What follows belongs to an exercise in optimizing a design on an open flow for small area, a short achievable clock period and few clock cycles per item; a production flow would make more cautious choices.
In this exercise RTL edits were held to simulation tests only and were not proved equivalent to the original.
Power figures rest on the tool's default switching activity, not on a simulated workload.

// paged_framebuffer_refresh_top
module paged_framebuffer_refresh_top (
   input  logic        clock,
   input  logic        reset,
   input  logic        start,
   output logic        busy,
   input  logic [1:0]  req_command,
   input  logic [7:0]  req_x_coord,
   input  logic [7:0]  req_y_coord,
   input  logic        req_pixel_on,
   input  logic [9:0]  req_byte_index,
   input  logic [7:0]  req_byte_value,
   output logic        rsp_strobe,
   output logic        rsp_pixel_value,
   output logic        rsp_bus_valid,
   output logic        rsp_bus_is_data,
   output logic [7:0]  rsp_bus_byte,
   output logic        rsp_frame_done
);
==> flow/config.mk <==
export PLATFORM = sky130hd
export DESIGN_NAME = paged_framebuffer_refresh_top
export DESIGN_NICKNAME = paged_framebuffer_refresh_top
export VERILOG_FILES = /design/flow/design.v
export SDC_FILE = /design/flow/constraint.sdc
export NUM_CORES = 8
export LEC_CHECK = 0
export CAP_MARGIN = 20
export CORE_MARGIN = 2
export CORE_UTILIZATION = 50
export CTS_CLUSTER_DIAMETER = 100
export CTS_CLUSTER_SIZE = 24
export SETUP_SLACK_MARGIN = 5
export SLEW_MARGIN = 20
export SYNTH_MEMORY_MAX_BITS = 16384
==> flow/constraint.sdc <==
create_clock -name core_clock -period 10.0 [get_ports {clock}]
set_input_delay 2.0000 -clock core_clock [delete_from_list [all_inputs] [get_ports {clock}]]
set_output_delay 2.0000 -clock core_clock [all_outputs]
set_load 0.01 [all_outputs]
standard.sh (not shown) runs the stock make flow with config.mk's settings and CLKGATE_MAP_FILE= SYNTH_SCRIPT=/design/flow/synth_recipe.tcl, a recipe that flattens the netlist after the stock synthesis.
==> flow/flow/run.sh <==
#!/bin/bash
set -euo pipefail
W=$PWD
MARGIN=${MARGIN:-6.3}

bash standard.sh synth > synth.log 2>&1

make -C "$FLOW_HOME" DESIGN_CONFIG="$FLOW_CONFIG" WORK_HOME="$W/orfs" CLKGATE_MAP_FILE= \
   SYNTH_SCRIPT="$W/synth_recipe.tcl" SETUP_SLACK_MARGIN=$MARGIN finish > layout.log 2>&1

R=$W/orfs/results/$FLOW_PLATFORM/paged_framebuffer_refresh_top/base
: # left out here: write the final layout as DEF
Testbench counts at the start, summed over its fixed seeds: cycles 42,098, items 41,952.
Next try:
CORE_UTILIZATION = 65   (was 50)
- The changed run passed the timing, design-rule and antenna checks
- worst setup slack loses 110 ps
- sequential share of layout area is higher by 0.70 points
- non-clock buffer count is lower by 71
- critical path depth is lower by 1
- die area is lower by 23%
- total power is lower by 0.89%
- worst hold slack gains 13 ps

== wip/lagoon ==
Another version of the RTL of paged_framebuffer_refresh_top (not shown whole).
For scale: ~19000 cells after synthesis, ~54 I/O pins.
==> flow/config.mk <==
export PLATFORM = sky130hd
export DESIGN_NAME = paged_framebuffer_refresh_top
export DESIGN_NICKNAME = paged_framebuffer_refresh_top
export VERILOG_FILES = /design/flow/design.v
export SDC_FILE = /design/flow/constraint.sdc
export NUM_CORES = 8
export LEC_CHECK = 0
export CAP_MARGIN = 20
export CORE_MARGIN = 2
export CORE_UTILIZATION = 50
export CTS_CLUSTER_DIAMETER = 100
export CTS_CLUSTER_SIZE = 24
export GPL_ROUTABILITY_DRIVEN = 0
export SETUP_SLACK_MARGIN = 5
export SLEW_MARGIN = 20
export SYNTH_MEMORY_MAX_BITS = 16384
==> flow/constraint.sdc <==
create_clock -name core_clock -period 10.0 [get_ports {clock}]
set_input_delay 2.0000 -clock core_clock [delete_from_list [all_inputs] [get_ports {clock}]]
set_output_delay 2.0000 -clock core_clock [all_outputs]
set_load 0.01 [all_outputs]
==> flow/flow/run.sh <==
#!/bin/bash
set -euo pipefail
W=$PWD
MARGIN=${MARGIN:-6.7}

bash standard.sh synth > synth.log 2>&1

make -C "$FLOW_HOME" DESIGN_CONFIG="$FLOW_CONFIG" WORK_HOME="$W/orfs" CLKGATE_MAP_FILE= \
   SYNTH_SCRIPT="$W/synth_recipe.tcl" SETUP_SLACK_MARGIN=$MARGIN finish > layout.log 2>&1

R=$W/orfs/results/$FLOW_PLATFORM/paged_framebuffer_refresh_top/base
: # left out here: write the final layout as DEF
wip/lagoon finished every step from synthesis to the final layout, and the layout passed the timing, design-rule and antenna checks.
Testbench counts of wip/lagoon, summed over its fixed seeds: cycles 42,267, items 41,952.
### wip/lagoon -> wip/zinc
Settings: clearing GPL_ROUTABILITY_DRIVEN, which used to be 0; swapping 50 for 58 in CORE_UTILIZATION.
==> comparison <==
The setup slack of wip/zinc is smaller than that of wip/lagoon.
Compared with wip/lagoon, wip/zinc shows a higher sequential share of layout area.
Higher overall power of the completed layout among wip/lagoon and wip/zinc: wip/lagoon
Diff wip/lagoon and wip/zinc: number of filler instances in the final layout lower in wip/zinc
Looking at the reports, wip/zinc completed the entire flow and the layout it produced met the timing, design-rule and antenna checks.
Of wip/lagoon and wip/zinc, wip/zinc shows the lower wire length on met1, with wip/lagoon above it.
The lower synthesis-to-layout area growth came out of wip/zinc.
In wip/zinc relative to wip/lagoon, design area had gone down slightly.
Setup changes, wip/zinc to wip/tundra
Settings: a change of CORE_UTILIZATION from 58 to 50.
--- a/flow/flow/run.sh
+++ b/flow/flow/run.sh
@@ -3,3 +3,3 @@
 W=$PWD
-MARGIN=${MARGIN:-6.7}
+MARGIN=${MARGIN:-6.85}
 
Notes after the runs:
Per the comparison of wip/tundra with wip/zinc, height of the chip now sits higher; combinational power saw an increase; area occupied by multi-input gates saw an increase; total chip power +0.52%; flip-flop and latch share of the layout cell area decreased 0.66 points. wip/tundra ended up with a higher non-clock buffer count than wip/zinc did. Power per unit of standard cell area went down slightly going from wip/zinc to wip/tundra. Of wip/zinc and wip/tundra, the higher number of post-CTS setup repair buffers belongs to wip/tundra. Of wip/zinc and wip/tundra, the run reporting the lower met2 layer usage reported by global route was wip/tundra.
Input changes introduced in wip/maple (baseline for comparison: wip/tundra):
--- a/flow/flow/run.sh
+++ b/flow/flow/run.sh
@@ -3,3 +3,3 @@
 W=$PWD
-MARGIN=${MARGIN:-6.85}
+MARGIN=${MARGIN:-6.7}
 
Results
For wip/tundra, the standard cell with the maximum stage delay on the critical path was sky130_fd_sc_hd__mux4_2, unlike wip/maple, where it was sky130_fd_sc_hd__dfxtp_4. First-pass GRT wire length (higher): wip/tundra. ~same combinational gate power in wip/maple and wip/tundra. The signed area change from the synthesized netlist to the final layout on wip/tundra is in line with that on wip/maple. Compared with wip/tundra, in wip/maple design area flat, number of post-CTS setup repair buffers down 72, portion of total power attributed to combinational logic flat, clock network power consumption flat. The multi-input combinational cell count of wip/tundra and that of wip/maple are within noise of each other.

## what the ideal ports hide
How much do the figures lean on ideal ports? The routed layouts below were timed once more, with nothing changed but the port constraints.
Step 1 sets driving cells, clkbuf_16 on the clock port and buf_2 on the other inputs (assumed; they add their load-dependent delay and slew).
Step 2 times the ports against the registers' clock, not the clock port: input delays grow and output delays shrink by t, the midpoint of the rising clock arrivals with the driver on.
Slacks: ideal / step 1 / step 2; pairs: ideal / step 1.
| run | shift t [ns] | setup WS [ns] | hold WS [ns] | latest minus earliest clock arrival (ns) |
|---|---|---|---|---|
| the first run of note 1 | 1.162 | 6.254 / 6.242 / 6.254 | 0.295 / 0.295 / 0.295 | 0.081 / 0.080 |
| the second run of note 1 | 1.114 | 6.146 / 6.146 / 6.146 | 0.308 / 0.308 / 0.308 | 0.059 / 0.059 |
| wip/lagoon | 1.154 | 6.449 / 6.322 / 5.483 | 0.302 / 0.302 / 0.302 | 0.088 / 0.087 |
| wip/zinc | 1.151 | 6.227 / 6.118 / 5.361 | 0.321 / 0.321 / 0.321 | 0.074 / 0.074 |
| wip/tundra | 1.156 | 6.378 / 6.290 / 5.328 | 0.292 / 0.292 / 0.292 | 0.093 / 0.094 |
| wip/maple | 1.163 | 6.390 / 6.265 / 5.416 | 0.305 / 0.305 / 0.305 | 0.088 / 0.088 |
After both steps setup and hold are still met in every run listed. For wip/tundra, which loses most, drivers alone change the setup slack by -0.088 ns; drivers and shift together by -1.050 ns.
